From an optimization exercise on the open Yosys and OpenROAD flow, aimed at small area; shortcuts taken in it are not production practice.
Where RTL was checked, it was by simulation tests only, not by an equivalence proof against the original.
The RTL of runs 1 and 2 was laid out without a check of its function.
Power is estimated from default activity; no workload was simulated.

==> design/flow/design.v <==
`timescale 1ns/1ps
package tcp_pkg;
    typedef struct packed {
        logic       valid;
        logic [7:0] data;
        logic       last;
    } ip_beat_t;
    typedef struct packed {
        logic [15:0] src;
        logic [15:0] dst;
    } tcp_ports_t;
    typedef struct packed {
        logic        req;
        logic        is_wr;
        logic [5:0]  addr;
        logic [31:0] wr_data;
    } cpu_req_t;
    typedef struct packed {
        logic        rd_ack;
        logic        wr_ack;
        logic [31:0] rd_data;
    } cpu_rsp_t;
    typedef enum logic {
        DECAP_HEADER,
        DECAP_PAYLOAD
    } decap_state_e;
    typedef enum logic [2:0] {
        STREAM_IDLE,
        STREAM_RECEIVE,
        STREAM_REQUEST,
        STREAM_SEND_HEADER,
        STREAM_SEND_PAYLOAD
    } stream_state_e;
endpackage
`timescale 1ns/1ps
module tcp_offload (
    input  logic                i_clk,
    input  logic                i_reset,
    input  logic [39:0]         i_cpu_req,
    output logic [33:0]         o_cpu_rsp,
    input  logic [9:0]          i_rx,
    output logic [9:0]          o_tx
);
    logic       rst;
    logic       rx_v, rx_l;
    logic [7:0] rx_d;
    logic       c_req, c_wr;
    logic [5:0] c_addr;
    logic [31:0] c_wd;
    assign rst    = i_reset;
    assign rx_v   = i_rx[9];
    assign rx_d   = i_rx[8:1];
    assign rx_l   = i_rx[0];
    assign c_req  = i_cpu_req[39];
    assign c_wr   = i_cpu_req[38];
    assign c_addr = i_cpu_req[37:32];
    assign c_wd   = i_cpu_req[31:0];
    logic        st_pay_q;
    logic [1:0]  hcnt_q;
    logic        first_q;
    logic [31:0] hdr_q;
    logic        p_v_q, p_l_q, pv_q;
    logic [7:0]  p_d_q;
    always_ff @(posedge i_clk) begin
        if (rst) begin
            st_pay_q <= 1'b0;
            hcnt_q <= 2'd0;
            first_q <= 1'b0;
            p_v_q <= 1'b0;
            pv_q <= 1'b0;
        end else begin
            p_v_q <= st_pay_q & rx_v;
            pv_q <= st_pay_q & rx_v & first_q;
            if (rx_v) begin
                if (!st_pay_q) begin
                    if (rx_l) begin
                        hcnt_q <= 2'd0;
                    end else if (hcnt_q == 2'd3) begin
                        hcnt_q <= 2'd0;
                        first_q <= 1'b1;
                        st_pay_q <= 1'b1;
                    end else begin
                        hcnt_q <= hcnt_q + 2'd1;
                    end
                end else begin
                    first_q <= 1'b0;
                    if (rx_l) st_pay_q <= 1'b0;
                end
            end
        end
    end
    always_ff @(posedge i_clk) begin
        p_d_q <= rx_d;
        p_l_q <= rx_l;
        if (rx_v && !st_pay_q) hdr_q <= {hdr_q[23:0], rx_d};
    end
    logic [3:0]       s_busy_q;      
    logic [3:0]       s_full_q;      
    logic [3:0]       s_lenm1_q [4];
    logic [15:0]      s_remote_q [4];
    logic [15:0]      port_q [4];
    logic [3:0]       en_q;
    logic [3:0] match, m1;
    logic       found;
    logic [1:0] msel;
    logic       hit_q;
    logic [1:0] sel_q;           
    logic [1:0] cur_sel;
    logic       cur_hit;
    logic       drop_q;
    logic       r_v_q, r_l_q;
    logic [4:0] wp_q;
    always_comb begin
        for (int i = 0; i < 4; i++) begin
            match[i] = en_q[i] & ~s_busy_q[i] & (port_q[i] == hdr_q[15:0]);
        end
        m1[0] = match[0];
        m1[1] = match[1] & ~match[0];
        m1[2] = match[2] & ~match[1] & ~match[0];
        m1[3] = match[3] & ~match[2] & ~match[1] & ~match[0];
        found = |match;
        msel = {~match[0] & ~match[1], ~match[0] & (match[1] | ~match[2])};
    end
    assign cur_hit = pv_q ? found : hit_q;
    assign cur_sel = pv_q ? msel : sel_q;
    always_ff @(posedge i_clk) begin
        if (rst) begin
            hit_q <= 1'b0;
            drop_q <= 1'b0;
            r_v_q <= 1'b0;
        end else begin
            drop_q <= pv_q & ~found;
            r_v_q <= p_v_q & cur_hit;
            if (p_v_q && p_l_q) hit_q <= 1'b0;
            else if (pv_q) hit_q <= found;
        end
    end
    always_ff @(posedge i_clk) begin
        sel_q <= cur_sel;
        r_l_q <= p_l_q;
        for (int i = 0; i < 4; i++) begin
            if (pv_q && m1[i]) s_remote_q[i] <= hdr_q[31:16];
        end
    end
    logic [3:0]   r_hit;         
    logic         w_en;
    logic [3:0]   last_row;
    logic [127:0] buf_q [4];
    logic [3:0]   shift;
    always_comb begin
        for (int i = 0; i < 4; i++) r_hit[i] = r_v_q & (sel_q == 2'(i));
    end
    assign w_en = p_v_q & cur_hit & (pv_q | ~wp_q[4]);
    assign last_row = pv_q ? 4'd0 : (wp_q[3:0] | {4{wp_q[4]}});
    always_ff @(posedge i_clk) begin
        if (p_v_q && cur_hit) begin
            if (pv_q) wp_q <= 5'd1;
            else if (!wp_q[4]) wp_q <= wp_q + 5'd1;
        end
        for (int i = 0; i < 4; i++) begin
            if (p_v_q && cur_hit && p_l_q && cur_sel == 2'(i)) s_lenm1_q[i] <= last_row;
            if (shift[i]) buf_q[i] <= {buf_q[i][119:0], p_d_q};
        end
    end
    logic       g;
    logic [3:0] gnt_q;           
    logic [1:0] ptr_q;           
    logic [20:0] ph_q;           
    logic       pick_found;
    logic [1:0] pick;
    logic       done;
    logic [3:0] row;
    logic [7:0] ys [4];
    logic [7:0] tbyte;
    logic       tv_q, tl_q;
    logic [7:0] td_q;
    assign g = |gnt_q;
    always_comb begin
        pick_found = 1'b0;
        pick = ptr_q;
        for (int k = 4; k >= 1; k--) begin
            if (s_full_q[2'(ptr_q + 2'(k))]) begin
                pick_found = 1'b1;
                pick = 2'(ptr_q + 2'(k));
            end
        end
    end
    always_comb begin
        row = 4'd0;
        for (int k = 0; k < 16; k++) row = row | (ph_q[5 + k] ? 4'(k) : 4'd0);
    end
    logic [3:0] x;
    logic       reg_a, reg_b, reg_c;
    logic [3:0] thr;
    logic       pay, hrot;
    assign x = s_lenm1_q[ptr_q];
    assign reg_a = (x <= 4'd5);
    assign reg_b = ~reg_a & (x <= 4'd11);
    assign reg_c = ~reg_a & ~reg_b;
    assign thr = reg_a ? x : (reg_b ? x - 4'd6 : x - 4'd10);
    assign pay = |ph_q[20:5];
    always_comb begin
        hrot = 1'b0;
        for (int k = 0; k < 5; k++) hrot = hrot | (ph_q[k] & (4'(k) >= thr));
    end
    always_comb begin
        for (int i = 0; i < 4; i++) begin
            shift[i] = (w_en & (cur_sel == 2'(i))) | (gnt_q[i] & (pay | hrot));
        end
    end
    assign done = pay & (row == x);
    always_comb begin
        tbyte = 8'd0;
        for (int i = 0; i < 4; i++) begin
            ys[i] = (port_q[i][15:8] & {8{ph_q[1]}}) | (port_q[i][7:0] & {8{ph_q[2]}}) |
                    (s_remote_q[i][15:8] & {8{ph_q[3]}}) | (s_remote_q[i][7:0] & {8{ph_q[4]}});
            ys[i] = ys[i] | (buf_q[i][8*5 +: 8] & {8{pay & reg_a}}) |
                    (buf_q[i][8*11 +: 8] & {8{pay & reg_b}}) |
                    (buf_q[i][8*15 +: 8] & {8{pay & reg_c}});
            tbyte = tbyte | (ys[i] & {8{gnt_q[i]}});
        end
    end
    always_ff @(posedge i_clk) begin
        if (rst) begin
            gnt_q <= 4'd0;
            ptr_q <= 2'd0;
            tv_q <= 1'b0;
            tl_q <= 1'b0;
            td_q <= 8'd0;
            s_busy_q <= 4'd0;
            s_full_q <= 4'd0;
        end else begin
            tv_q <= g & ~ph_q[0];
            tl_q <= g & done;
            td_q <= tbyte;
            if (g) begin
                if (done) gnt_q <= 4'd0;
            end else if (pick_found) begin
                gnt_q <= 4'd1 << pick;
                ptr_q <= pick;
            end
            for (int i = 0; i < 4; i++) begin
                if (r_hit[i]) begin
                    s_busy_q[i] <= 1'b1;
                    if (r_l_q) s_full_q[i] <= 1'b1;
                end else if (gnt_q[i] && done) begin
                    s_busy_q[i] <= 1'b0;
                    s_full_q[i] <= 1'b0;
                end
            end
        end
    end
    always_ff @(posedge i_clk) begin
        ph_q <= g ? {ph_q[19:0], 1'b0} : 21'd1;
    end
    assign o_tx = {tv_q, td_q, tl_q};
    logic        wr_en, rd_en;
    logic [31:0] wdr;
    logic        rda_q, wra_q;
    logic [9:0]  rsel_q;        
    logic        acc_v_q, a2_v_q, d2_q;
    logic [1:0]  acc_s_q, a2_s_q;
    logic [31:0] cnt_q [4];
    logic [31:0] dcnt_q;
    logic [31:0] rdata;
    assign wr_en = c_req & c_wr;
    assign rd_en = c_req & ~c_wr;
    assign wdr = c_wd & {32{~rst}};
    function automatic logic [31:0] incr(input logic [31:0] q, input logic inc);
        logic [4:0] bc;
        logic c;
        bc[0] = inc;
        for (int b = 0; b < 4; b++) bc[b+1] = bc[b] & (&q[8*b +: 8]);
        for (int b = 0; b < 4; b++) begin
            c = bc[b];
            for (int i = 8*b; i < 8*b + 8; i++) begin
                incr[i] = q[i] ^ c;
                c = q[i] & c;
            end
        end
    endfunction
    always_ff @(posedge i_clk) begin
        for (int i = 0; i < 4; i++) begin
            if (rst || (wr_en && c_addr == 6'(i))) port_q[i] <= wdr[15:0];
            if (rst || (wr_en && c_addr == 6'(8 + i))) cnt_q[i] <= wdr;
            else cnt_q[i] <= incr(cnt_q[i], a2_v_q && a2_s_q == 2'(i));
        end
        if (rst || (wr_en && c_addr == 6'd4)) en_q <= wdr[3:0];
        if (rst || (wr_en && c_addr == 6'd12)) dcnt_q <= wdr;
        else dcnt_q <= incr(dcnt_q, d2_q);
    end
    always_ff @(posedge i_clk) begin
        if (rst) begin
            rda_q <= 1'b0;
            wra_q <= 1'b0;
            acc_v_q <= 1'b0;
            a2_v_q <= 1'b0;
            d2_q <= 1'b0;
        end else begin
            rda_q <= rd_en;
            wra_q <= wr_en;
            acc_v_q <= r_v_q & r_l_q;
            a2_v_q <= acc_v_q & ~(wr_en && c_addr == {4'b0010, acc_s_q});
            d2_q <= drop_q & ~(wr_en && c_addr == 6'd12);
        end
    end
    always_ff @(posedge i_clk) begin
        for (int i = 0; i < 5; i++) rsel_q[i] <= ~rst & rd_en & (c_addr == 6'(i));
        for (int i = 0; i < 5; i++) rsel_q[5 + i] <= ~rst & rd_en & (c_addr == 6'(8 + i));
        acc_s_q <= sel_q;
        a2_s_q <= acc_s_q;
    end
    always_comb begin
        rdata = 32'd0;
        for (int i = 0; i < 4; i++) begin
            rdata = rdata | ({16'd0, port_q[i]} & {32{rsel_q[i]}});
            rdata = rdata | (cnt_q[i] & {32{rsel_q[5 + i]}});
        end
        rdata = rdata | ({28'd0, en_q} & {32{rsel_q[4]}});
        rdata = rdata | (dcnt_q & {32{rsel_q[9]}});
    end
    assign o_cpu_rsp = {rda_q, wra_q, rdata};
endmodule
==> design/flow/flow/run.sh <==
#!/bin/bash
cat >> config.mk <<'EOF'
export CTS_ARGS = -sink_clustering_enable -repair_clock_nets -dont_use_dummy_load -buf_list "sky130_fd_sc_hd__clkbuf_8" -sink_clustering_size 16 -sink_clustering_max_diameter 50
export BUFFER_PORTS_ARGS = -buffer_cell sky130_fd_sc_hd__buf_1
EOF
bash standard.sh > standard.log 2>&1
==> design/flow/standard.sh <==
#!/bin/bash
# synth_recipe.tcl (not shown) runs the flow's synth.tcl, then flattens the netlist and writes it again
# the make line also repeats each setting of config.mk as NAME=value (left out here)
make -C /OpenROAD-flow-scripts/flow DESIGN_CONFIG=/design/flow/config.mk WORK_HOME=/design/flow/orfs CLKGATE_MAP_FILE= SYNTH_SCRIPT=/design/flow/synth_recipe.tcl "${@:-finish}"
==> design/flow/config.mk <==
export PLATFORM = sky130hd
export DESIGN_NAME = tcp_offload
export DESIGN_NICKNAME = tcp_offload
export VERILOG_FILES = /design/flow/design.v
export SDC_FILE = /design/flow/constraint.sdc
export NUM_CORES = 4
export LEC_CHECK = 0
export CAP_MARGIN = 20
export CORE_MARGIN = 2
export CORE_UTILIZATION = 40
export SLEW_MARGIN = 20
export CTS_ARGS = -sink_clustering_enable -repair_clock_nets -dont_use_dummy_load -buf_list "sky130_fd_sc_hd__clkbuf_8" -sink_clustering_size 16 -sink_clustering_max_diameter 50
export BUFFER_PORTS_ARGS = -buffer_cell sky130_fd_sc_hd__buf_1
==> design/flow/constraint.sdc <==
create_clock -name core_clock -period 5.0 [get_ports {i_clk}]
set_input_delay 1.0000 -clock core_clock [delete_from_list [all_inputs] [get_ports {i_clk}]]
set_output_delay 1.0000 -clock core_clock [all_outputs]
set_load 0.01 [all_outputs]
==> results of run 1 <==
worst min-delay path by stage:
stage	end	cells past startpoint
after global placement	r_l_q	0
after floorplan	a2_s_q[0]	0
after detailed placement	a2_s_q[1]	0
after CTS	r_l_q	0
after global routing	r_l_q	0
final	r_l_q	0
registers in the layout (all words and copies together), names as in the netlist, 2 cells and up:
name        cells
hdr_q          32
td_q            8
ph_q           21
gnt_q           4
buf_q         512
s_full_q        4
sel_q           2
a2_s_q          2
hcnt_q          2
s_lenm1_q      16
dcnt_q         32
ptr_q           2
p_d_q           8
cnt_q         128
wp_q            5
acc_s_q         2
port_q         64
en_q            4
s_remote_q     64
s_busy_q        4
rsel_q         10
critical path, delay by kind of cell, from the launching register on:
kind,cells,cell delay [ps]
buf+inv,2,650
mux,1,330
flops,1,510
compound gates,5,1410
simple gates,2,380
fa+ha+maj,2,860
kinds of logic (layout without fill, tap and decap cells):
group | count (synthesis) | after routing | share of synthesized area
and+or+nand+nor | 622 | 622 | 0.0793
adders and majority gates | 147 | 147 | 0.0521
muxes | 8 | 8 | 0.00339
buffers and inverters | 153 | 258 | 0.0174
xor gates and xnor gates | 90 | 90 | 0.0223
DFF | 942 | 942 | 0.729
AOI/OAI and AO/OA | 488 | 488 | 0.0963
other | 0 | 4 | 0
metal layers:
metal	routed length (um)	share of wire	vias to the layer above
li1	-	-	9407
met1	36400	0.44	10252
met2	39200	0.47	684
met3	4870	0.058	164
met4	2860	0.034	0
met5	0	0	-
power breakdown:
group | switching, uW | total, uW | internal, uW
clock network | 2380 | 4080 | 1700
registers | 118 | 8510 | 8390
logic | 164 | 239 | 75.1
total | 2660 | 12800 | 10200
layout by cell type, fill, tap and decap left out, types with 4 or more instances in the layout:
cell type / instances
sky130_fd_sc_hd__a221o_1: 32
sky130_fd_sc_hd__nand2_1: 352
sky130_fd_sc_hd__nor2_2: 5
sky130_fd_sc_hd__inv_1: 24
sky130_fd_sc_hd__clkbuf_8: 96
sky130_fd_sc_hd__o22ai_1: 19
sky130_fd_sc_hd__nand4_1: 43
sky130_fd_sc_hd__dfxtp_1: 245
sky130_fd_sc_hd__a21oi_1: 182
sky130_fd_sc_hd__nor3_1: 20
sky130_fd_sc_hd__o21ba_1: 8
sky130_fd_sc_hd__a32o_4: 4
sky130_fd_sc_hd__o32ai_1: 4
sky130_fd_sc_hd__a31oi_1: 6
sky130_fd_sc_hd__a221oi_1: 16
sky130_fd_sc_hd__buf_4: 29
sky130_fd_sc_hd__nor2b_1: 40
sky130_fd_sc_hd__nor2_1: 76
sky130_fd_sc_hd__nand2b_1: 5
sky130_fd_sc_hd__xnor2_1: 67
sky130_fd_sc_hd__and2_1: 6
sky130_fd_sc_hd__a222oi_1: 32
sky130_fd_sc_hd__diode_2: 4
sky130_fd_sc_hd__nor4_1: 13
sky130_fd_sc_hd__ha_1: 146
sky130_fd_sc_hd__edfxtp_1: 697
sky130_fd_sc_hd__o21ai_0: 15
sky130_fd_sc_hd__buf_12: 8
sky130_fd_sc_hd__a22o_1: 16
sky130_fd_sc_hd__a22oi_1: 104
sky130_fd_sc_hd__a21o_1: 4
sky130_fd_sc_hd__nand3_1: 27
sky130_fd_sc_hd__a211oi_1: 24
sky130_fd_sc_hd__buf_1: 94
sky130_fd_sc_hd__nor4_2: 4
sky130_fd_sc_hd__xor2_1: 23
sky130_fd_sc_hd__nor3b_1: 6
sky130_fd_sc_hd__and3_1: 4
sky130_fd_sc_hd__clkinv_1: 4
area by class of cell:
type,count,area share
inverters,30,0.00295
clock buffers,96,0.0343
diodes,4,0.000260
repair buffers,132,0.0191
well taps,1165,0.0378
flip-flops and latches,942,0.670
multi-input cells,1355,0.236
through the flow:
stage                     utilization  cell area, um^2  total power [uW]  instances
after detailed placement        0.423            37200              8910       3624
final                           0.438            38600             12800       3724
after floorplan                     -            35400              8750       2450
after global routing            0.438            38600             13300       3722
after CTS                       0.437            38500             13000       3720
after global placement          0.423            37200              8910       3624
==> metrics.json, run 1 <==
{
  "timing.setup.tns_ps": 0,
  "total_wire_length_mm": 83.4,
  "min_cycle_time_layout_ps": 4580,
  "detailedRoute.firstIterationViolations": 2160,
  "timing.hold.ws_ps": 303,
  "hold_viol_final": 0,
  "ant_nets": 0,
  "finalCritPeriodShare": 0.916,
  "slew_violations": 0,
  "grt_first_pass_wirelength_mm": 125,
  "ys_seq_elements": 942,
  "max_cap_viol_count": 0,
  "synth_largest_type_area_fraction": 0.591,
  "power_density_mw_per_mm2": 333,
  "grt.busiest_layer": "met2",
  "postCtsHoldBufs": 0,
  "core_area_mm2": 0.0881,
  "gpl_congestion": 0.927,
  "critical_path_peak_fanout": 42,
  "timing.hold.worst.start": "p_l_q",
  "initial_utilization": 0.402,
  "worst-r2r-setup-slack_ps": 420,
  "synth.cell_area_mm2": 0.0354,
  "critPathSlowestCell": "sky130_fd_sc_hd__fa_1",
  "grt_start_max_net_pins": 92,
  "post-route-worst-setup-slack_ps": 418,
  "drt_pass1_iterations": 6,
  "yosys-top-cells-area": "sky130_fd_sc_hd__edfxtp_1 (59%), sky130_fd_sc_hd__dfxtp_1 (14%), sky130_fd_sc_hd__ha_1 (5.2%)",
  "later_pin_clock_latency_in_the_skew_report_ps": 760,
  "crit_path_end": "buf_q[3][120]",
  "ctsHtreeMaxLevel": 3,
  "detail_route.vias_per_cell": 5.51,
  "worst-setup-path-type": "reg2reg",
  "area.sequential_mm2": 0.0258,
  "setup.worst_path.end_class": "register",
  "clock-skew-final_ps": 98.6,
  "hold_path_class": "reg2reg",
  "multi_input_comb_area_mm2": 0.00909,
  "die_x_um": 302,
  "detailroute.via_count": 20507,
  "io-pin-count": 96,
  "critPathArrivalTime_ps": 4910,
  "n_fill_cell": 7890,
  "max_freq_mhz": 218,
  "die_area_mm2": 0.0910,
  "grtUsageMet3": 0.0247,
  "rsz0062_at_grt": "no",
  "num-nets-final": 2756,
  "number_of_gates_resized_after_cts": 0,
  "antenna_found_initial": 2,
  "dominantRegCellSynth": "sky130_fd_sc_hd__edfxtp_1",
  "globalRouteMet1Util": 0.252,
  "placement.setup.worst_slack_ps": 612,
  "globalRoute.totalOverflow": 0,
  "routedWlPerCell_um": 22.4,
  "timing.critical_path.cells": "inv_1 > ha_1 > a222oi_1 > mux2i_1 > nand2_1 > nand2_1 > fa_1 > a21boi_0 > o22a_1 > o31a_1 > a32o_4 > buf_4",
  "clkSinkCount": 942,
  "synth_async_sr_flop_share": 0,
  "leakage_uw": 0.0130,
  "synthesis.instances": 2450,
  "synthesis.area_per_instance_um2": 14.5,
  "met2_usage_in_global_routing": 0.292,
  "timing.reg2reg.worst_path_depth": 12,
  "clock_pin_slew_on_the_worst_setup_and_hold_paths_ps": 90,
  "status": "finished clean",
  "die_span_in_y_um": 302,
  "synth.distinct_cells": 72,
  "synth_enable_flop_cells": 697,
  "port_buffers": 95,
  "timing.rr.end": "buf_q[3][120]",
  "buffer_type_at_the_clock_tree_root": "sky130_fd_sc_hd__clkbuf_8",
  "floorplan.rows": 109,
  "dp_hpwl_mm": 56.5,
  "most_numerous_cell_in_the_yosys_netlist": "sky130_fd_sc_hd__edfxtp_1",
  "netlist.top_cell.by_area": "sky130_fd_sc_hd__edfxtp_1",
  "cp_launch_point": "ptr_q[0]",
  "cell_occurring_most_often_along_the_worst_timing_path": "sky130_fd_sc_hd__nand2_1",
  "critPathLaunchType": "register",
  "worst-slew-pin-transition_ps": 1140,
  "syn-num-nets": 2649,
  "yosys_warnings": 7,
  "crit_path_max_incr_delay_ps": 570,
  "worst_slew_margin_rel": 0.234,
  "global_route.usage.total": 0.182,
  "post_synth_most_frequent_cells": "sky130_fd_sc_hd__edfxtp_1 (697), sky130_fd_sc_hd__nand2_1 (353), sky130_fd_sc_hd__dfxtp_1 (245), sky130_fd_sc_hd__a21oi_1 (183), sky130_fd_sc_hd__ha_1 (146)",
  "max-vdd-ir-drop_uv": 167,
  "final_layout_size_suffix_gt1_frac": 0.0673,
  "synthToLayoutAreaGrowth_pct": 8.85,
  "worst_r2r_startpoint": "ptr_q[0]",
  "drc_errors": 0,
  "cts_tree": "done",
  "clock_buffer_count_from_cts": 96,
  "grt_pass1_vias": 19783,
  "setup-violations-final": 0,
  "clk_path_buf_depth": 3,
  "synth.yosys.seq_area_share": 0.729,
  "worst_ep_required_time_ps": 5320,
  "post_cts_buffers": 0
}
==> inputs of run 2 (changes only) <==
==> design/flow/flow/run.sh (replaced) <==
#!/bin/bash
cat >> config.mk <<'EOF'
export CTS_ARGS = -sink_clustering_enable -repair_clock_nets -dont_use_dummy_load -buf_list "sky130_fd_sc_hd__clkbuf_8 sky130_fd_sc_hd__clkbuf_16" -sink_clustering_size 20 -sink_clustering_max_diameter 60
export BUFFER_PORTS_ARGS = -buffer_cell sky130_fd_sc_hd__buf_1
EOF
bash standard.sh > standard.log 2>&1
--- a/design/flow/config.mk
+++ b/design/flow/config.mk
@@ -10,4 +10,4 @@
 export CORE_UTILIZATION = 40
 export SLEW_MARGIN = 20
-export CTS_ARGS = -sink_clustering_enable -repair_clock_nets -dont_use_dummy_load -buf_list "sky130_fd_sc_hd__clkbuf_8" -sink_clustering_size 16 -sink_clustering_max_diameter 50
+export CTS_ARGS = -sink_clustering_enable -repair_clock_nets -dont_use_dummy_load -buf_list "sky130_fd_sc_hd__clkbuf_8 sky130_fd_sc_hd__clkbuf_16" -sink_clustering_size 20 -sink_clustering_max_diameter 60
 export BUFFER_PORTS_ARGS = -buffer_cell sky130_fd_sc_hd__buf_1
==> run 2 against run 1 <==
Net effect:
- core utilization grew 0.57 points
- largest power group unchanged
- critical endpoint is now buf_q[3][64]
- still clean
- area after synthesis is the same
- via count shrank 0.58%
- clock power grew 24%
- sequential power is essentially flat
- critical path depth is the same
- global-route usage shrank 0.12 points
==> metrics.json, run 2 <==
{
  "placement.setup.worst_slack_ps": 612,
  "clk_path_buf_depth": 3,
  "synthesis.instances": 2450,
  "finish.instance_area_mm2": 0.0391,
  "post-route-worst-setup-slack_ps": 459,
  "rsz0062_at_grt": "no",
  "yosys_warnings": 7,
  "min_cycle_time_layout_ps": 4540,
  "placed_cells_incl_taps": 3624,
  "final_common_cell": "sky130_fd_sc_hd__edfxtp_1",
  "routedWlPerCell_um": 22.4,
  "detail_route.vias_per_cell": 5.51,
  "gpl_congestion": 0.927,
  "postCtsHoldBufs": 0,
  "core_area_mm2": 0.0881,
  "n_fill_cell": 7845,
  "status": "finished clean",
  "ctsHtreeMaxLevel": 3,
  "final_cells": 3699,
  "clock_pin_slew_on_the_worst_setup_and_hold_paths_ps": 70,
  "ys_seq_elements": 942,
  "critPathLaunchType": "register",
  "synth_enable_flop_cells": 697,
  "drt_pass1_iterations": 7,
  "timing.setup.tns_ps": 0,
  "port_buffers": 95,
  "most_numerous_cell_in_the_yosys_netlist": "sky130_fd_sc_hd__edfxtp_1",
  "clock-skew-final_ps": 98.2,
  "critical_path_peak_fanout": 42,
  "critPathArrivalTime_ps": 4780,
  "clock_buffer_count_from_cts": 73,
  "die_area_mm2": 0.0910,
  "power_density_mw_per_mm2": 353,
  "worst-slew-pin-transition_ps": 1120,
  "synthesis.area_per_instance_um2": 14.5,
  "ant_nets": 0,
  "netlist.top_cell.by_area": "sky130_fd_sc_hd__edfxtp_1",
  "dominantRegCellSynth": "sky130_fd_sc_hd__edfxtp_1",
  "slew_violations": 0,
  "num-nets-final": 2733,
  "hold_path_class": "reg2reg",
  "finalCritPeriodShare": 0.908,
  "largest-register": "buf_q",
  "post_cts_buffers": 0,
  "grt_pass1_vias": 19583,
  "largest_register_ff_count": 512,
  "global_route.usage.total": 0.181,
  "setup-violations-final": 0,
  "setup.worst_path.end_class": "register",
  "largest_registers_in_the_final_layout": "buf_q: 512 flops, cnt_q: 128 flops",
  "die_span_in_y_um": 302,
  "clkSinkCount": 942,
  "synth_async_sr_flop_share": 0,
  "antenna_found_initial": 1,
  "grt_first_pass_wirelength_mm": 124,
  "detailroute.via_count": 20389,
  "max_freq_mhz": 220,
  "grt_start_max_net_pins": 92,
  "number_of_gates_resized_after_cts": 0,
  "final_layout_size_suffix_gt1_frac": 0.0588,
  "hold_viol_final": 0,
  "io-pin-count": 96,
  "globalRoute.totalOverflow": 0,
  "synth_largest_type_area_fraction": 0.591,
  "detailedRoute.firstIterationViolations": 2277,
  "floorplan.rows": 109,
  "post_synth_most_frequent_cells": "sky130_fd_sc_hd__edfxtp_1 (697), sky130_fd_sc_hd__nand2_1 (353), sky130_fd_sc_hd__dfxtp_1 (245), sky130_fd_sc_hd__a21oi_1 (183), sky130_fd_sc_hd__ha_1 (146)",
  "synth.distinct_cells": 72,
  "worst-setup-path-type": "reg2reg",
  "syn-num-nets": 2649,
  "max-vdd-ir-drop_uv": 211,
  "cts_tree": "done",
  "synthToLayoutAreaGrowth_pct": 10.3,
  "synth.cell_area_mm2": 0.0354,
  "worst_slew_margin_rel": 0.253,
  "total_wire_length_mm": 82.8,
  "initial_utilization": 0.402,
  "die_x_um": 302,
  "buffer_type_at_the_clock_tree_root": "sky130_fd_sc_hd__clkbuf_16",
  "layout.cells.most_common_list": "sky130_fd_sc_hd__edfxtp_1 (697), sky130_fd_sc_hd__nand2_1 (352), sky130_fd_sc_hd__dfxtp_1 (245)",
  "yosys-top-cells-area": "sky130_fd_sc_hd__edfxtp_1 (59%), sky130_fd_sc_hd__dfxtp_1 (14%), sky130_fd_sc_hd__ha_1 (5.2%)",
  "max_cap_viol_count": 0,
  "later_pin_clock_latency_in_the_skew_report_ps": 650,
  "dp_hpwl_mm": 56.5,
  "drc_errors": 0,
  "worst_ep_required_time_ps": 5240,
  "synth.yosys.seq_area_share": 0.729,
  "leakage_uw": 0.0132,
  "detailed_place.area_mm2": 0.0372
}
run 2: power breakdown:
group / leakage (uW) / switching [uW] / total, uW / internal (uW)
sequential: 0.00827 / 119 / 8510 / 8390
clock: 0.000900 / 2470 / 5050 / 2570
combinational: 0.00399 / 164 / 239 / 75.1
total: 0.0132 / 2760 / 13800 / 11000
run 2: final cells by class:
type | count | area (um^2) | share of cell area
Antenna cell | 2 | 5.00 | 0.000128
Clock buffer | 73 | 1830 | 0.0468
Inverter | 30 | 114 | 0.00291
Multi-Input combinational cell | 1355 | 9090 | 0.233
Sequential cell | 942 | 25800 | 0.661
Tap cell | 1165 | 1460 | 0.0373
Timing Repair Buffer | 132 | 738 | 0.0189
run 2: metrics by stage:
step | hold slack [ps] | power, uW | utilization
global placement | 389 | 8910 | 0.423
global route | 364 | 14200 | 0.443
CTS | 356 | 13900 | 0.443
finish | 352 | 13800 | 0.443
detailed placement | 384 | 8910 | 0.423
floorplan | 349 | 8750 | -
run 2: per-layer routing:
| layer | global-route usage | vias to the layer above | share of wire |
|---|---|---|---|
| met5 | 0 | - | 0 |
| met4 | 0.0543 | 0 | 0.027 |
| met3 | 0.0254 | 146 | 0.058 |
| met2 | 0.294 | 687 | 0.48 |
| met1 | 0.252 | 10191 | 0.44 |
| li1 | - | 9365 | - |
run 2: cell families after synthesis:
| kind of cell | Yosys count | synth area share |
|---|---|---|
| AOI/OAI and AO/OA | 488 | 0.0963 |
| xor gates and xnor gates | 90 | 0.0223 |
| adders and majority gates | 147 | 0.0521 |
| muxes | 8 | 0.00339 |
| buffers and inverters | 153 | 0.0174 |
| and+or+nand+nor | 622 | 0.0793 |
| DFF | 942 | 0.729 |
run 2: critical path, stage by stage, from the launching register on:
cell                       delay (ps)
sky130_fd_sc_hd__dfxtp_1          500
sky130_fd_sc_hd__inv_1            160
sky130_fd_sc_hd__ha_1             280
sky130_fd_sc_hd__a222oi_1         380
sky130_fd_sc_hd__mux2i_1          340
sky130_fd_sc_hd__nand2_1          270
sky130_fd_sc_hd__nand2_1          110
sky130_fd_sc_hd__fa_1             570
sky130_fd_sc_hd__a21boi_0         220
sky130_fd_sc_hd__o22a_1           170
sky130_fd_sc_hd__o31a_1           310
sky130_fd_sc_hd__a32o_4           330
sky130_fd_sc_hd__buf_4            490
run 2: worst paths after layout:
kind | cells past startpoint | slack [ps] | to | start
worst max-delay path | 12 | 460 | buf_q[3][64] | ptr_q[0]
worst min-delay path | 0 | 350 | buf_q[2][37] | buf_q[2][29]
worst max register to register | 12 | 460 | buf_q[3][64] | ptr_q[0]
worst min register to register | 0 | 350 | buf_q[2][37] | buf_q[2][29]
==> inputs of run 3 (changes only) <==
--- a/design/flow/design.v
+++ b/design/flow/design.v
@@ -57,6 +57,5 @@
     assign c_wd   = i_cpu_req[31:0];
     logic        st_pay_q;
-    logic [1:0]  hcnt_q;
-    logic        first_q;
+    logic [1:0]  hcnt_q;         
     logic [31:0] hdr_q;
     logic        p_v_q, p_l_q, pv_q;
@@ -66,10 +65,9 @@
             st_pay_q <= 1'b0;
             hcnt_q <= 2'd0;
-            first_q <= 1'b0;
             p_v_q <= 1'b0;
             pv_q <= 1'b0;
         end else begin
             p_v_q <= st_pay_q & rx_v;
-            pv_q <= st_pay_q & rx_v & first_q;
+            pv_q <= st_pay_q & rx_v & hcnt_q[0];
             if (rx_v) begin
                 if (!st_pay_q) begin
@@ -77,6 +75,5 @@
                         hcnt_q <= 2'd0;
                     end else if (hcnt_q == 2'd3) begin
-                        hcnt_q <= 2'd0;
-                        first_q <= 1'b1;
+                        hcnt_q <= 2'd1;
                         st_pay_q <= 1'b1;
                     end else begin
@@ -84,5 +81,5 @@
                     end
                 end else begin
-                    first_q <= 1'b0;
+                    hcnt_q <= 2'd0;
                     if (rx_l) st_pay_q <= 1'b0;
                 end
@@ -166,9 +163,9 @@
     logic [3:0] gnt_q;           
     logic [1:0] ptr_q;           
-    logic [20:0] ph_q;           
+    logic [5:0] ph_q;            
+    logic [3:0] row_q;           
     logic       pick_found;
     logic [1:0] pick;
     logic       done;
-    logic [3:0] row;
     logic [7:0] ys [4];
     logic [7:0] tbyte;
@@ -186,8 +183,4 @@
         end
     end
-    always_comb begin
-        row = 4'd0;
-        for (int k = 0; k < 16; k++) row = row | (ph_q[5 + k] ? 4'(k) : 4'd0);
-    end
     logic [3:0] x;
     logic       reg_a, reg_b, reg_c;
@@ -199,5 +192,5 @@
     assign reg_c = ~reg_a & ~reg_b;
     assign thr = reg_a ? x : (reg_b ? x - 4'd6 : x - 4'd10);
-    assign pay = |ph_q[20:5];
+    assign pay = ph_q[5];
     always_comb begin
         hrot = 1'b0;
@@ -209,5 +202,5 @@
         end
     end
-    assign done = pay & (row == x);
+    assign done = pay & (row_q == x);
     always_comb begin
         tbyte = 8'd0;
@@ -252,5 +245,6 @@
     end
     always_ff @(posedge i_clk) begin
-        ph_q <= g ? {ph_q[19:0], 1'b0} : 21'd1;
+        ph_q <= g ? {ph_q[5] | ph_q[4], ph_q[3:0], 1'b0} : 6'd1;
+        row_q <= pay ? row_q + 4'd1 : 4'd0;
     end
     assign o_tx = {tv_q, td_q, tl_q};
@@ -260,5 +254,4 @@
     logic [9:0]  rsel_q;        
     logic        acc_v_q, a2_v_q, d2_q;
-    logic [1:0]  acc_s_q, a2_s_q;
     logic [31:0] cnt_q [4];
     logic [31:0] dcnt_q;
@@ -284,5 +277,5 @@
             if (rst || (wr_en && c_addr == 6'(i))) port_q[i] <= wdr[15:0];
             if (rst || (wr_en && c_addr == 6'(8 + i))) cnt_q[i] <= wdr;
-            else cnt_q[i] <= incr(cnt_q[i], a2_v_q && a2_s_q == 2'(i));
+            else cnt_q[i] <= incr(cnt_q[i], a2_v_q && sel_q == 2'(i));
         end
         if (rst || (wr_en && c_addr == 6'd4)) en_q <= wdr[3:0];
@@ -301,5 +294,5 @@
             wra_q <= wr_en;
             acc_v_q <= r_v_q & r_l_q;
-            a2_v_q <= acc_v_q & ~(wr_en && c_addr == {4'b0010, acc_s_q});
+            a2_v_q <= acc_v_q & ~(wr_en && c_addr == {4'b0010, sel_q});
             d2_q <= drop_q & ~(wr_en && c_addr == 6'd12);
         end
@@ -308,6 +301,4 @@
         for (int i = 0; i < 5; i++) rsel_q[i] <= ~rst & rd_en & (c_addr == 6'(i));
         for (int i = 0; i < 5; i++) rsel_q[5 + i] <= ~rst & rd_en & (c_addr == 6'(8 + i));
-        acc_s_q <= sel_q;
-        a2_s_q <= acc_s_q;
     end
     always_comb begin
==> design/flow/flow/run.sh (replaced) <==
#!/bin/bash
cat >> config.mk <<'EOF'
export CTS_ARGS = -sink_clustering_enable -repair_clock_nets -dont_use_dummy_load -buf_list "sky130_fd_sc_hd__clkbuf_8" -sink_clustering_size 16 -sink_clustering_max_diameter 50
export BUFFER_PORTS_ARGS = -buffer_cell sky130_fd_sc_hd__buf_1
EOF
bash standard.sh > standard.log 2>&1
==> design/flow/config.mk (replaced) <==
export PLATFORM = sky130hd
export DESIGN_NAME = tcp_offload
export DESIGN_NICKNAME = tcp_offload
export VERILOG_FILES = /design/flow/design.v
export SDC_FILE = /design/flow/constraint.sdc
export NUM_CORES = 4
export LEC_CHECK = 0
export CAP_MARGIN = 20
export CORE_MARGIN = 2
export CORE_UTILIZATION = 65
export PLACE_DENSITY = 0.75
export SLEW_MARGIN = 20
export CTS_ARGS = -sink_clustering_enable -repair_clock_nets -dont_use_dummy_load -buf_list "sky130_fd_sc_hd__clkbuf_8" -sink_clustering_size 16 -sink_clustering_max_diameter 50
export BUFFER_PORTS_ARGS = -buffer_cell sky130_fd_sc_hd__buf_1
==> run 3 against run 2 <==
Net effect:
- via count is 2.6% higher
- critical path depth stayed put
- clock power is 28% lower
==> metrics.json, run 3 <==
{
  "status": "finished clean",
  "cts_tree": "done",
  "syn-num-nets": 2690,
  "yosys-top-cells-area": "sky130_fd_sc_hd__edfxtp_1 (59%), sky130_fd_sc_hd__dfxtp_1 (13%), sky130_fd_sc_hd__ha_1 (5.3%)",
  "globalRoute.totalOverflow": 0,
  "synth_enable_flop_cells": 697,
  "dp_hpwl_mm": 53.8,
  "buffer_type_at_the_clock_tree_root": "sky130_fd_sc_hd__clkbuf_8",
  "clock-skew-final_ps": 84.5,
  "max_cap_viol_count": 0,
  "final_common_cell": "sky130_fd_sc_hd__edfxtp_1",
  "dominantRegCellSynth": "sky130_fd_sc_hd__edfxtp_1",
  "cellInternalPower_uw": 9730,
  "synthesis.area_per_instance_um2": 14.1,
  "most_numerous_cell_in_the_yosys_netlist": "sky130_fd_sc_hd__edfxtp_1",
  "rsz0062_at_grt": "no",
  "die_span_in_y_um": 237,
  "leakage_uw": 0.0131,
  "timing.hold.worst.start": "buf_q[1][3]",
  "timing.hold.ws_ps": 389,
  "grt_start_max_net_pins": 173,
  "max-vdd-ir-drop_uv": 264,
  "power.combinational.fraction": 0.018,
  "synth_async_sr_flop_share": 0,
  "post_synth_most_frequent_cells": "sky130_fd_sc_hd__edfxtp_1 (697), sky130_fd_sc_hd__nand2_1 (352), sky130_fd_sc_hd__dfxtp_1 (229), sky130_fd_sc_hd__a21oi_1 (156), sky130_fd_sc_hd__ha_1 (148)",
  "drc_errors": 0,
  "worst_ep_required_time_ps": 5350,
  "io-pin-count": 96,
  "global_route.usage.total": 0.286,
  "min_cycle_time_layout_ps": 4490,
  "die_x_um": 237,
  "synthesis.instances": 2489,
  "finalCritPeriodShare": 0.899,
  "synth.yosys.seq_area_share": 0.724,
  "layout.cells.most_common_list": "sky130_fd_sc_hd__edfxtp_1 (697), sky130_fd_sc_hd__nand2_1 (352), sky130_fd_sc_hd__dfxtp_1 (228)",
  "clock_buffer_count_from_cts": 79,
  "floorplan.rows": 85,
  "worst_slew_margin_rel": 0.296,
  "postCtsHoldBufs": 0,
  "clkSinkCount": 926,
  "post_cts_buffers": 0,
  "power_density_mw_per_mm2": 326,
  "power.share.switching": 0.204,
  "setup.worst_path.end_class": "register",
  "core_area_mm2": 0.0537,
  "number_of_gates_resized_after_cts": 0,
  "ctsHtreeMaxLevel": 3,
  "largest_register_ff_count": 512,
  "synth_largest_type_area_fraction": 0.594,
  "detail_route.vias_per_cell": 6.39,
  "critPathLaunchType": "register",
  "port_buffers": 95,
  "clk_path_buf_depth": 3,
  "drt_pass1_iterations": 7,
  "total_wire_length_mm": 79.6,
  "initial_utilization": 0.656,
  "antenna_found_initial": 5,
  "yosys_warnings": 7,
  "hold_path_class": "reg2reg",
  "grt_pass1_vias": 20075,
  "setup-violations-final": 0,
  "largest_registers_in_the_final_layout": "buf_q: 512 flops, cnt_q: 128 flops",
  "clock_power_share": 0.299,
  "detailroute.via_count": 20921,
  "hold_viol_final": 0,
  "synth.cell_area_mm2": 0.0352,
  "synth.distinct_cells": 64,
  "grt_first_pass_wirelength_mm": 120,
  "synthToLayoutAreaGrowth_pct": 6.57,
  "cp_launch_point": "ptr_q[0]",
  "gpl_congestion": 0.934,
  "worst-setup-path-type": "reg2reg",
  "routedWlPerCell_um": 24.3,
  "largest-register": "buf_q",
  "power.sequential.fraction": 0.683,
  "num-nets-final": 2782,
  "slew_violations": 0,
  "ys_seq_elements": 926,
  "netlist.top_cell.by_area": "sky130_fd_sc_hd__edfxtp_1",
  "worst-r2r-setup-slack_ps": 510,
  "core_occupancy_in_the_finished_layout": 0.699,
  "worst_r2r_startpoint": "ptr_q[0]",
  "clock_pin_slew_on_the_worst_setup_and_hold_paths_ps": 90,
  "final_layout_size_suffix_gt1_frac": 0.0593,
  "switchingPower_uw": 2500,
  "critPathArrivalTime_ps": 4840,
  "ant_nets": 0,
  "die_area_mm2": 0.0561,
  "later_pin_clock_latency_in_the_skew_report_ps": 690,
  "critical_path_peak_fanout": 48,
  "worst-slew-pin-transition_ps": 1050,
  "max_freq_mhz": 223,
  "detailedRoute.firstIterationViolations": 2671
}
[run 3: layout make-up]
| type | instances | area [um^2] |
|---|---|---|
| flip-flops and latches | 926 | 25500 |
| fillers | 3552 | 16200 |
| multi-input cells | 1379 | 9050 |
| clock buffers | 79 | 1090 |
| well taps | 696 | 871 |
| repair buffers | 135 | 777 |
| inverters | 60 | 225 |
| diodes | 1 | 2.50 |
[run 3: power by group through the flow]
stage	clock [uW]	sequential (uW)	combinational [uW]
global placement	0	8520	210
CTS	3720	8350	214
finish	3650	8350	217
floorplan	0	8480	122
global route	3990	8360	232
detailed placement	0	8530	213
[run 3: logic make-up after synthesis]
family,count (synthesis),share of synthesized area
adders and majority gates,149,0.0531
buffers and inverters,184,0.0207
DFF,926,0.724
AOI/OAI and AO/OA,496,0.0930
muxes,9,0.00330
xor gates and xnor gates,94,0.0234
and+or+nand+nor,631,0.0820
[run 3: worst max-delay path: stages (launching register included)]
cell	delay [ps]
sky130_fd_sc_hd__dfxtp_1	550
sky130_fd_sc_hd__inv_1	120
sky130_fd_sc_hd__ha_1	260
sky130_fd_sc_hd__a222oi_1	430
sky130_fd_sc_hd__mux2i_1	330
sky130_fd_sc_hd__nand2_1	180
sky130_fd_sc_hd__o21ai_2	80
sky130_fd_sc_hd__fa_1	500
sky130_fd_sc_hd__o21ai_0	190
sky130_fd_sc_hd__a21oi_1	90
sky130_fd_sc_hd__o21ai_1	580
sky130_fd_sc_hd__a32o_4	550
sky130_fd_sc_hd__buf_12	310
[run 3: final timing paths]
kind / end / cells past startpoint
worst max register to register: buf_q[1][55] / 12
worst min register to register: buf_q[1][11] / 0
worst max-delay path: buf_q[1][55] / 12
worst min-delay path: buf_q[1][11] / 0
[run 3: routing by layer]
metal,vias to the layer above,GRT usage,routed length [um]
met1,10313,0.423,33800
met4,2,0.0917,2250
li1,9427,-,-
met3,161,0.0509,7440
met5,-,0,13
met2,1018,0.438,36100
[run 3: per-stage QoR]
step                      total power, uW  std cells  TNS [ps]  instance area, um^2  setup WS, ps
after floorplan                      8600       2489   -115910                35200          -226
after global placement               8730       3195         0                36400           678
after detailed placement             8740       3195         0                36400           528
after CTS                           12300       3274         0                37500           528
after global routing                12600       3276         0                37500           242
final                               12200       3276         0                37500           506
==> inputs of run 4 (changes only) <==
--- a/design/flow/config.mk
+++ b/design/flow/config.mk
@@ -8,6 +8,6 @@
 export CAP_MARGIN = 20
 export CORE_MARGIN = 2
-export CORE_UTILIZATION = 65
-export PLACE_DENSITY = 0.75
+export CORE_UTILIZATION = 75
+export PLACE_DENSITY = 0.85
 export SLEW_MARGIN = 20
 export CTS_ARGS = -sink_clustering_enable -repair_clock_nets -dont_use_dummy_load -buf_list "sky130_fd_sc_hd__clkbuf_8" -sink_clustering_size 16 -sink_clustering_max_diameter 50
==> run 4 against run 3 <==
Net effect:
- die area decreased by 13%
- count of clock-buffer cells in the layout decreased by 8
- via count grew 2.7%
- design area decreased by 0.50%
- total power down 1.6%
- sequential cell count is the same
==> metrics.json, run 4 <==
{
  "synth_enable_flop_cells": 697,
  "total_wire_length_mm": 80.7,
  "ys_seq_elements": 926,
  "clkSinkCount": 926,
  "clock_buffer_count_from_cts": 71,
  "rsz0062_at_grt": "no",
  "largest_registers_in_the_final_layout": "buf_q: 512 flops, cnt_q: 128 flops",
  "dominantRegCellSynth": "sky130_fd_sc_hd__edfxtp_1",
  "final_common_cell": "sky130_fd_sc_hd__edfxtp_1",
  "yosys-top-cells-area": "sky130_fd_sc_hd__edfxtp_1 (59%), sky130_fd_sc_hd__dfxtp_1 (13%), sky130_fd_sc_hd__ha_1 (5.3%)",
  "die_span_in_y_um": 221,
  "antenna_found_initial": 0,
  "layout.cells.most_common_list": "sky130_fd_sc_hd__edfxtp_1 (697), sky130_fd_sc_hd__nand2_1 (352), sky130_fd_sc_hd__dfxtp_1 (228)",
  "worst-slew-pin-transition_ps": 1130,
  "detailedRoute.firstIterationViolations": 3006,
  "ant_nets": 0,
  "hold-path-cell-count": 0,
  "critPathLaunchType": "register",
  "min_cycle_time_layout_ps": 4640,
  "hold_path_class": "reg2reg",
  "synth_async_sr_flop_share": 0,
  "yosys_warnings": 7,
  "worst_r2r_startpoint": "ptr_q[0]",
  "critPathSlowestCell": "sky130_fd_sc_hd__a32o_4",
  "cts_tree": "done",
  "max_freq_mhz": 216,
  "num-nets-final": 2778,
  "synth.distinct_cells": 64,
  "routedWlPerCell_um": 25.4,
  "grt_first_pass_wirelength_mm": 121,
  "antenna_cells": 0,
  "synthesis.instances": 2489,
  "netlist.top_cell.by_area": "sky130_fd_sc_hd__edfxtp_1",
  "critPathArrivalTime_ps": 5020,
  "largest_register_ff_count": 512,
  "hold_end": "buf_q[2][108]",
  "dp_hpwl_mm": 54.7,
  "setup.worst_path.end_class": "register",
  "worst_ep_required_time_ps": 5380,
  "placement.setup.worst_slack_ps": 383,
  "gpl_congestion": 0.979,
  "clock-skew-final_ps": 79.0,
  "drt_pass1_iterations": 9,
  "later_pin_clock_latency_in_the_skew_report_ps": 700,
  "worst-r2r-setup-slack_ps": 360,
  "max_cap_viol_count": 0,
  "syn-num-nets": 2690,
  "critical_path_peak_fanout": 39,
  "timing.hold.worst.start": "buf_q[2][100]",
  "timing.hold.ws_ps": 404,
  "worst-setup-path-type": "reg2reg",
  "die_area_mm2": 0.0487,
  "worst_slew_margin_rel": 0.246,
  "slew_violations": 0,
  "largest-register": "buf_q",
  "post-route-worst-setup-slack_ps": 363,
  "detail_route.vias_per_cell": 6.75,
  "clk_path_buf_depth": 3,
  "timing.reg2reg.worst_path_depth": 13,
  "status": "finished clean",
  "buffer_type_at_the_clock_tree_root": "sky130_fd_sc_hd__clkbuf_8",
  "synthToLayoutAreaGrowth_pct": 6.04,
  "crit_path_max_incr_delay_ps": 660,
  "finalCritPeriodShare": 0.927,
  "finish.instance_area_mm2": 0.0373,
  "core_occupancy_in_the_finished_layout": 0.804,
  "synth_largest_type_area_fraction": 0.594,
  "port_buffers": 95,
  "clock_pin_slew_on_the_worst_setup_and_hold_paths_ps": 100,
  "io-pin-count": 96,
  "initial_utilization": 0.758,
  "cp_launch_point": "ptr_q[0]",
  "max-vdd-ir-drop_uv": 271,
  "postCtsHoldBufs": 0,
  "setup-violations-final": 0,
  "core_area_mm2": 0.0465,
  "globalRoute.totalOverflow": 0,
  "power_density_mw_per_mm2": 322,
  "leakage_uw": 0.0130,
  "die_x_um": 221,
  "detailroute.via_count": 21486,
  "timing.critical_path.cells": "inv_1 > ha_1 > a222oi_1 > mux2i_2 > nand2_1 > o21ai_2 > fa_1 > o21ai_0 > nand3b_1 > a41oi_1 > o21ai_1 > a32o_4 > buf_4",
  "post_synth_most_frequent_cells": "sky130_fd_sc_hd__edfxtp_1 (697), sky130_fd_sc_hd__nand2_1 (352), sky130_fd_sc_hd__dfxtp_1 (229), sky130_fd_sc_hd__a21oi_1 (156), sky130_fd_sc_hd__ha_1 (148)",
  "synth.yosys.seq_area_share": 0.724,
  "most_numerous_cell_in_the_yosys_netlist": "sky130_fd_sc_hd__edfxtp_1",
  "ctsHtreeMaxLevel": 3,
  "hold_viol_final": 0,
  "floorplan.rows": 79,
  "grt_start_max_net_pins": 84,
  "grt_pass1_vias": 20613,
  "drc_errors": 0,
  "final_layout_size_suffix_gt1_frac": 0.0579,
  "timing.rr.end": "buf_q[0][73]",
  "synth.cell_area_mm2": 0.0352,
  "synthesis.area_per_instance_um2": 14.1,
  "timing.setup.tns_ps": 0,
  "global_route.usage.total": 0.337,
  "detailed_place.area_mm2": 0.0364
}
[run 4: cell counts after synthesis]
Identical to the previous run, type by type.
[run 4: how the worst max path moves through the flow]
stage          slack [ps]            to
4_1_cts               400  buf_q[0][73]
3_3_place_gp          830  buf_q[0][19]
6_report              360  buf_q[0][73]
2_1_floorplan        -230   buf_q[0][0]
5_1_grt                50  buf_q[0][42]
3_5_place_dp          380   buf_q[0][9]
[run 4: power breakdown]
group          internal, uW  switching (uW)  leakage, uW  total (uW)
registers              8250             105      0.00818        8360
logic                  63.7             150      0.00432         213
clock network          1280            2180     0.000510        3460
total                  9590            2440       0.0130       12000
[run 4: cell families (layout without fill, tap and decap cells)]
family / Yosys count / after routing / share of synthesized area
AO/OA/AOI/OAI: 496 / 496 / 0.0930
XOR/XNOR: 94 / 94 / 0.0234
adder cells (fa/ha/maj): 149 / 149 / 0.0531
buffers and inverters: 184 / 270 / 0.0207
flip-flops: 926 / 926 / 0.724
multiplexers: 9 / 9 / 0.00330
AND/OR/NAND/NOR: 631 / 631 / 0.0820
[run 4: layout make-up]
class                   instances  area, um^2
flip-flops and latches        926       25500
fillers                      2456        9110
multi-input cells            1379        9050
clock buffers                  71         977
repair buffers                139         811
well taps                     607         759
inverters                      60         225
[run 4: metrics by stage]
| step | power (uW) | cells |
|---|---|---|
| 2_1_floorplan | 8600 | 2489 |
| 3_3_place_gp | 8730 | 3110 |
| 3_5_place_dp | 8730 | 3111 |
| 4_1_cts | 12100 | 3182 |
| 5_1_grt | 12300 | 3182 |
| 6_report | 12000 | 3182 |
[run 4: what timing repair did]
item,4_1_cts,5_1_grt
gates resized for setup,0,1
hold endpoints to repair,0,0
setup endpoints to repair,0,18
buffers inserted,0,0
[run 4: metal layers]
layer,global-route usage,wire [um],vias to the layer above
li1,-,-,9413
met1,0.488,31400,10382
met2,0.526,37600,1446
met3,0.0641,8950,245
met4,0.115,2840,0
met5,0,0,-
[run 4: worst max-delay path: cells and delay by family, from the launching register on]
kind	cells	cell delay [ps]
mux	1	270
simple gates	2	310
buf+inv	2	450
flops	1	560
compound gates	6	1850
fa+ha+maj	2	880
==> inputs of run 5 (changes only) <==
--- a/design/flow/config.mk
+++ b/design/flow/config.mk
@@ -8,6 +8,5 @@
 export CAP_MARGIN = 20
 export CORE_MARGIN = 2
-export CORE_UTILIZATION = 75
-export PLACE_DENSITY = 0.85
+export CORE_UTILIZATION = 40
 export SLEW_MARGIN = 20
 export CTS_ARGS = -sink_clustering_enable -repair_clock_nets -dont_use_dummy_load -buf_list "sky130_fd_sc_hd__clkbuf_8" -sink_clustering_size 16 -sink_clustering_max_diameter 50
==> run 5 against run 4 <==
Net effect:
- still clean
- worst setup slack improved by 210 ps
- sequential cell count is the same
- combinational power is 4% higher
- register-to-register slack better by 210 ps
- clock power up 16%
- routed wire length increased by 4.5%
- worst hold slack worse by 60 ps
- sequential share of layout area is 1.8 points lower
- area after synthesis did not move
- critical endpoint is now buf_q[0][0]
- largest cell class unchanged
==> metrics.json, run 5 <==
{
  "status": "finished clean",
  "hold_path_class": "reg2reg",
  "detail_route.vias_per_cell": 5.54,
  "placed_cells_incl_taps": 3658,
  "slew_violations": 0,
  "globalRoute.totalOverflow": 0,
  "cts_tree": "done",
  "clock_pin_slew_on_the_worst_setup_and_hold_paths_ps": 100,
  "synth.yosys.seq_area_share": 0.724,
  "ant_nets": 0,
  "global_route.usage.total": 0.183,
  "clock_buffer_count_from_cts": 93,
  "dp_hpwl_mm": 56.7,
  "total_wire_length_mm": 84.3,
  "critPathArrivalTime_ps": 4800,
  "final_common_cell": "sky130_fd_sc_hd__edfxtp_1",
  "final_cells": 3754,
  "clk_path_buf_depth": 3,
  "core_area_mm2": 0.0870,
  "die_x_um": 301,
  "synth.distinct_cells": 64,
  "worst-slew-pin-transition_ps": 1050,
  "detailedRoute.firstIterationViolations": 2516,
  "ys_seq_elements": 926,
  "critical_path_peak_fanout": 40,
  "syn-num-nets": 2690,
  "die_area_mm2": 0.0904,
  "post_cts_buffers": 0,
  "largest-register": "buf_q",
  "hold_viol_final": 0,
  "initial_utilization": 0.405,
  "antenna_found_initial": 6,
  "grt_start_max_net_pins": 170,
  "clock-skew-final_ps": 161,
  "ctsHtreeMaxLevel": 3,
  "yosys-top-cells-area": "sky130_fd_sc_hd__edfxtp_1 (59%), sky130_fd_sc_hd__dfxtp_1 (13%), sky130_fd_sc_hd__ha_1 (5.3%)",
  "leakage_uw": 0.0132,
  "later_pin_clock_latency_in_the_skew_report_ps": 740,
  "finish.instance_area_mm2": 0.0384,
  "critPathLaunchType": "register",
  "dominantRegCellSynth": "sky130_fd_sc_hd__edfxtp_1",
  "grt_first_pass_wirelength_mm": 125,
  "num-nets-final": 2800,
  "layout.cells.most_common_list": "sky130_fd_sc_hd__edfxtp_1 (697), sky130_fd_sc_hd__nand2_1 (352), sky130_fd_sc_hd__dfxtp_1 (228)",
  "synth_enable_flop_cells": 697,
  "detailed_place.area_mm2": 0.0371,
  "finalCritPeriodShare": 0.886,
  "grt_pass1_vias": 19960,
  "max_cap_viol_count": 0,
  "drt_pass1_iterations": 6,
  "rsz0062_at_grt": "no",
  "detailroute.via_count": 20797,
  "netlist.top_cell.by_area": "sky130_fd_sc_hd__edfxtp_1",
  "port_buffers": 95,
  "floorplan.rows": 108,
  "min_cycle_time_layout_ps": 4430,
  "worst_slew_margin_rel": 0.297,
  "largest_registers_in_the_final_layout": "buf_q: 512 flops, cnt_q: 128 flops",
  "core_occupancy_in_the_finished_layout": 0.441,
  "die_span_in_y_um": 301,
  "worst_ep_required_time_ps": 5370,
  "max-vdd-ir-drop_uv": 251,
  "postCtsHoldBufs": 0,
  "largest_register_ff_count": 512,
  "synthesis.area_per_instance_um2": 14.1,
  "timing.reg2reg.worst_path_depth": 13,
  "synthesis.instances": 2489,
  "routedWlPerCell_um": 22.5,
  "final_layout_size_suffix_gt1_frac": 0.0658,
  "synth_largest_type_area_fraction": 0.594,
  "synth_async_sr_flop_share": 0,
  "yosys_warnings": 7,
  "synth.cell_area_mm2": 0.0352,
  "setup.worst_path.end_class": "register",
  "io-pin-count": 96,
  "hold-path-cell-count": 0,
  "setup-violations-final": 0,
  "drc_errors": 0,
  "number_of_gates_resized_after_cts": 0,
  "worst-setup-path-type": "reg2reg",
  "most_numerous_cell_in_the_yosys_netlist": "sky130_fd_sc_hd__edfxtp_1",
  "clkSinkCount": 926,
  "post_synth_most_frequent_cells": "sky130_fd_sc_hd__edfxtp_1 (697), sky130_fd_sc_hd__nand2_1 (352), sky130_fd_sc_hd__dfxtp_1 (229), sky130_fd_sc_hd__a21oi_1 (156), sky130_fd_sc_hd__ha_1 (148)",
  "power_density_mw_per_mm2": 328,
  "gpl_congestion": 0.922,
  "max_freq_mhz": 226,
  "synthToLayoutAreaGrowth_pct": 8.96,
  "buffer_type_at_the_clock_tree_root": "sky130_fd_sc_hd__clkbuf_8"
}
==> run 5: cell counts after synthesis <==
No cell type changed its count.
==> run 5: worst max-delay path, stage by stage, from the launching register on <==
cell and delay (ps):
sky130_fd_sc_hd__dfxtp_1 570, sky130_fd_sc_hd__inv_1 120, sky130_fd_sc_hd__ha_1 270, sky130_fd_sc_hd__a222oi_1 440, sky130_fd_sc_hd__mux2i_1 320, sky130_fd_sc_hd__nand2_1 160, sky130_fd_sc_hd__o21ai_2 80, sky130_fd_sc_hd__fa_1 600
sky130_fd_sc_hd__o22ai_1 90, sky130_fd_sc_hd__nand2_1 120, sky130_fd_sc_hd__a41oi_1 110, sky130_fd_sc_hd__o21ai_1 390, sky130_fd_sc_hd__a32o_4 550, sky130_fd_sc_hd__buf_12 290
==> run 5: metal layers <==
metal	up-vias	share of wire	track usage
met5	-	0	0
met4	0	0.025	0.0569
met3	138	0.071	0.0379
met2	747	0.46	0.282
met1	10451	0.45	0.260
li1	9461	-	-
==> run 5: layout make-up <==
class / instances / area [um^2]
antenna: 2 / 5.00
tap: 1155 / 1450
sequential: 926 / 25500
clock buffer: 93 / 1280
fill: 7801 / 48700
multi-input combinational: 1379 / 9060
inverter: 60 / 225
timing repair buffer: 139 / 841
==> run 5: logic make-up (layout without fill, tap and decap cells) <==
group,count (synthesis),count (layout),share of synthesized area
flops,926,926,0.724
compound gates,496,496,0.0930
fa+ha+maj,149,149,0.0531
xor+xnor,94,94,0.0234
mux,9,9,0.00330
simple gates,631,631,0.0820
other cells,0,2,0
buf+inv,184,292,0.0207
==> run 5: final timing paths <==
kind / startpoint / end / slack (ps)
max: ptr_q[0] / buf_q[0][0] / 570
min reg2reg: buf_q[1][106] / buf_q[1][114] / 340
min: buf_q[1][106] / buf_q[1][114] / 340
max reg2reg: ptr_q[0] / buf_q[0][0] / 570
==> run 5: report_power, final <==
part           switching, uW  internal, uW  leakage, uW
logic                    157          65.2      0.00434
registers                106          8260      0.00818
clock network           2360          1650     0.000669
total                   2620          9970       0.0132
==> run 5: stage by stage <==
step	setup slack [ps]	total power (uW)	hold slack [ps]	TNS [ps]
2_1_floorplan	-226	8600	352	-115910
3_3_place_gp	751	8740	400	0
3_5_place_dp	609	8750	398	0
4_1_cts	629	12700	346	0
5_1_grt	196	13000	341	0
6_report	569	12600	343	0
==> inputs of run 6 (changes only) <==
==> design/flow/flow/run.sh (replaced) <==
#!/bin/bash
cat >> config.mk <<'EOF'
export CTS_ARGS = -sink_clustering_enable -repair_clock_nets -dont_use_dummy_load -buf_list "sky130_fd_sc_hd__clkbuf_4" -sink_clustering_size 10 -sink_clustering_max_diameter 40
export BUFFER_PORTS_ARGS = -buffer_cell sky130_fd_sc_hd__buf_1
EOF
bash standard.sh > standard.log 2>&1
==> design/flow/config.mk (replaced) <==
export PLATFORM = sky130hd
export DESIGN_NAME = tcp_offload
export DESIGN_NICKNAME = tcp_offload
export VERILOG_FILES = /design/flow/design.v
export SDC_FILE = /design/flow/constraint.sdc
export NUM_CORES = 4
export LEC_CHECK = 0
export CAP_MARGIN = 20
export CORE_MARGIN = 2
export CORE_UTILIZATION = 65
export PLACE_DENSITY = 0.75
export SLEW_MARGIN = 20
export CTS_ARGS = -sink_clustering_enable -repair_clock_nets -dont_use_dummy_load -buf_list "sky130_fd_sc_hd__clkbuf_4" -sink_clustering_size 10 -sink_clustering_max_diameter 40
export BUFFER_PORTS_ARGS = -buffer_cell sky130_fd_sc_hd__buf_1
==> run 6 against run 5 <==
Net effect:
- critical endpoint is now buf_q[1][55]
- highest routed layer unchanged
- core utilization is 25 points higher
- sequential power barely moved
- largest power group unchanged
- synthesized cell count stayed put
- critical path depth down 1
- design area down 2.8%
- worst setup slack got worse by 75 ps
- critical path type unchanged
- combinational power fell by 2%
==> metrics.json, run 6 <==
{
  "timing.critical_path.cells": "inv_1 > ha_1 > a222oi_1 > mux2i_1 > nand2_1 > o21ai_2 > fa_1 > o21ai_0 > a21oi_1 > o21ai_1 > a32o_4 > buf_12",
  "worstPathBufferInverterCount": 2,
  "synth.distinct_cells": 64,
  "globalRoute.totalOverflow": 0,
  "max-vdd-ir-drop_uv": 271,
  "n_fill_cell": 3641,
  "core_area_mm2": 0.0537,
  "num-nets-final": 2819,
  "floorplan.rows": 85,
  "dp_hpwl_mm": 53.8,
  "buffer_type_at_the_clock_tree_root": "sky130_fd_sc_hd__clkbuf_4",
  "status": "finished clean",
  "clock_buffer_count_from_cts": 116,
  "timing.hold.worst.start": "i_rx[0]",
  "timing.setup.tns_ps": 0,
  "critical_path_peak_fanout": 48,
  "later_pin_clock_latency_in_the_skew_report_ps": 920,
  "finalCritPeriodShare": 0.901,
  "final_common_cell": "sky130_fd_sc_hd__edfxtp_1",
  "critPathSlowestCell": "sky130_fd_sc_hd__o21ai_1",
  "synthesis.instances": 2489,
  "worst_ep_required_time_ps": 5540,
  "gpl_congestion": 0.934,
  "synth_enable_flop_cells": 697,
  "crit_family": "compound AO/OA/AOI/OAI gates",
  "drc_errors": 0,
  "io-pin-count": 96,
  "synth_async_sr_flop_share": 0,
  "synth.cell_area_mm2": 0.0352,
  "hold_path_class": "in2reg",
  "hold_end": "p_l_q",
  "power_density_mw_per_mm2": 319,
  "synth.yosys.seq_area_share": 0.724,
  "ctsHtreeMaxLevel": 3,
  "clock_pin_slew_on_the_worst_setup_and_hold_paths_ps": 110,
  "die_span_in_y_um": 237,
  "most_numerous_cell_in_the_yosys_netlist": "sky130_fd_sc_hd__edfxtp_1",
  "postCtsHoldBufs": 0,
  "finish.instance_area_mm2": 0.0373,
  "yosys-top-cells-area": "sky130_fd_sc_hd__edfxtp_1 (59%), sky130_fd_sc_hd__dfxtp_1 (13%), sky130_fd_sc_hd__ha_1 (5.3%)",
  "timing.reg2reg.worst_path_depth": 12,
  "worst-r2r-setup-slack_ps": 490,
  "core_occupancy_in_the_finished_layout": 0.695,
  "detailedRoute.firstIterationViolations": 2602,
  "setup-violations-final": 0,
  "critPathLaunchType": "register",
  "detail_route.vias_per_cell": 6.38,
  "post_cts_buffers": 0,
  "hold-path-cell-count": 1,
  "detailed_place.area_mm2": 0.0364,
  "ys_seq_elements": 926,
  "synthesis.area_per_instance_um2": 14.1,
  "antenna_found_initial": 3,
  "grt_first_pass_wirelength_mm": 121,
  "ant_nets": 0,
  "min_cycle_time_layout_ps": 4510,
  "clock-skew-final_ps": 95.3,
  "die_x_um": 237,
  "die_area_mm2": 0.0561,
  "synth_largest_type_area_fraction": 0.594,
  "area.sequential_mm2": 0.0255,
  "grt_start_max_net_pins": 173,
  "worst-slew-pin-transition_ps": 1050,
  "largest_registers_in_the_final_layout": "buf_q: 512 flops, cnt_q: 128 flops",
  "worst-setup-path-type": "reg2reg",
  "routedWlPerCell_um": 24.1,
  "total_wire_length_mm": 79.9,
  "timing.hold.ws_ps": 245,
  "final_layout_size_suffix_gt1_frac": 0.0726,
  "initial_utilization": 0.656,
  "worst_slew_margin_rel": 0.298,
  "dominantRegCellSynth": "sky130_fd_sc_hd__edfxtp_1",
  "timing.rr.end": "buf_q[1][55]",
  "multi_input_comb_area_mm2": 0.00905,
  "rsz0062_at_grt": "no",
  "setup.worst_path.end_class": "register",
  "clkSinkCount": 926,
  "syn-num-nets": 2690,
  "layout.cells.most_common_list": "sky130_fd_sc_hd__edfxtp_1 (697), sky130_fd_sc_hd__nand2_1 (352), sky130_fd_sc_hd__dfxtp_1 (228)",
  "largest_register_ff_count": 512,
  "slew_violations": 0,
  "hold_viol_final": 0,
  "cts_tree": "done",
  "synthToLayoutAreaGrowth_pct": 5.96,
  "leakage_uw": 0.0130,
  "critPathArrivalTime_ps": 5040,
  "number_of_gates_resized_after_cts": 0,
  "detailroute.via_count": 21145,
  "netlist.top_cell.by_area": "sky130_fd_sc_hd__edfxtp_1",
  "worst_r2r_startpoint": "ptr_q[0]",
  "yosys_warnings": 7,
  "max_cap_viol_count": 0,
  "post_synth_most_frequent_cells": "sky130_fd_sc_hd__edfxtp_1 (697), sky130_fd_sc_hd__nand2_1 (352), sky130_fd_sc_hd__dfxtp_1 (229), sky130_fd_sc_hd__a21oi_1 (156), sky130_fd_sc_hd__ha_1 (148)",
  "crit_path_max_incr_delay_ps": 580,
  "global_route.usage.total": 0.288,
  "max_freq_mhz": 222,
  "largest-register": "buf_q",
  "clk_path_buf_depth": 3,
  "port_buffers": 95,
  "drt_pass1_iterations": 8,
  "grt_pass1_vias": 20455
}
-- run 6: changes by cell type in the layout (fill, tap and decap cells not counted) --
cell	change
sky130_fd_sc_hd__nor3_4	-1
sky130_fd_sc_hd__buf_12	-3
sky130_fd_sc_hd__clkbuf_4	+116
sky130_fd_sc_hd__buf_4	-2
sky130_fd_sc_hd__buf_6	+1
sky130_fd_sc_hd__diode_2	-1
sky130_fd_sc_hd__nor3_2	+1
sky130_fd_sc_hd__clkbuf_8	-93
-- run 6: cell families after synthesis --
logic type / after synthesis / synth area share
XOR/XNOR: 94 / 0.0234
AO/OA/AOI/OAI: 496 / 0.0930
buffers and inverters: 184 / 0.0207
flip-flops: 926 / 0.724
multiplexers: 9 / 0.00330
AND/OR/NAND/NOR: 631 / 0.0820
adder cells (fa/ha/maj): 149 / 0.0531
-- run 6: final cells by class --
cell class              count  share of cell area
flip-flops and latches    926               0.684
multi-input cells        1379               0.243
clock buffers             116              0.0233
well taps                 696              0.0233
repair buffers            135              0.0208
inverters                  60             0.00604
diodes                      1           0.0000671
-- run 6: routing by layer --
metal / vias up / wire, um / GRT usage
li1: 9559 / - / -
met1: 10365 / 33600 / 0.424
met2: 1056 / 36000 / 0.437
met3: 165 / 7960 / 0.0574
met4: 0 / 2270 / 0.0926
met5: - / 0 / 0
-- run 6: report_power, final --
group          switching (uW)  total (uW)  internal, uW  leakage, uW
registers                 103        8350          8250      0.00818
clock network            2260        3320          1060     0.000534
logic                     154         218          63.5      0.00431
-- run 6: worst max path at each step --
stage	from	endpoint	cells after the start
after floorplan	ptr_q[0]	buf_q[0][0]	14
after detailed placement	ptr_q[0]	buf_q[1][78]	13
after CTS	ptr_q[0]	buf_q[1][103]	12
after global routing	ptr_q[0]	buf_q[1][103]	12
after global placement	ptr_q[0]	buf_q[1][62]	12
final	ptr_q[0]	buf_q[1][55]	12
-- run 6: through the flow --
stage | power, uW | setup slack (ps) | std cells
after floorplan | 8600 | -226 | 2489
after global placement | 8730 | 678 | 3195
after detailed placement | 8740 | 528 | 3195
after CTS | 11900 | 536 | 3311
after global routing | 12300 | 256 | 3313
final | 11900 | 495 | 3313

Setup slack of run 6, layout unchanged: 0.495 ns with ideal ports, 0.495 ns with driving cells assumed (clock clkbuf_16, inputs buf_2), 0.495 ns with port delays also shifted by the 0.932 ns mid clock arrival.
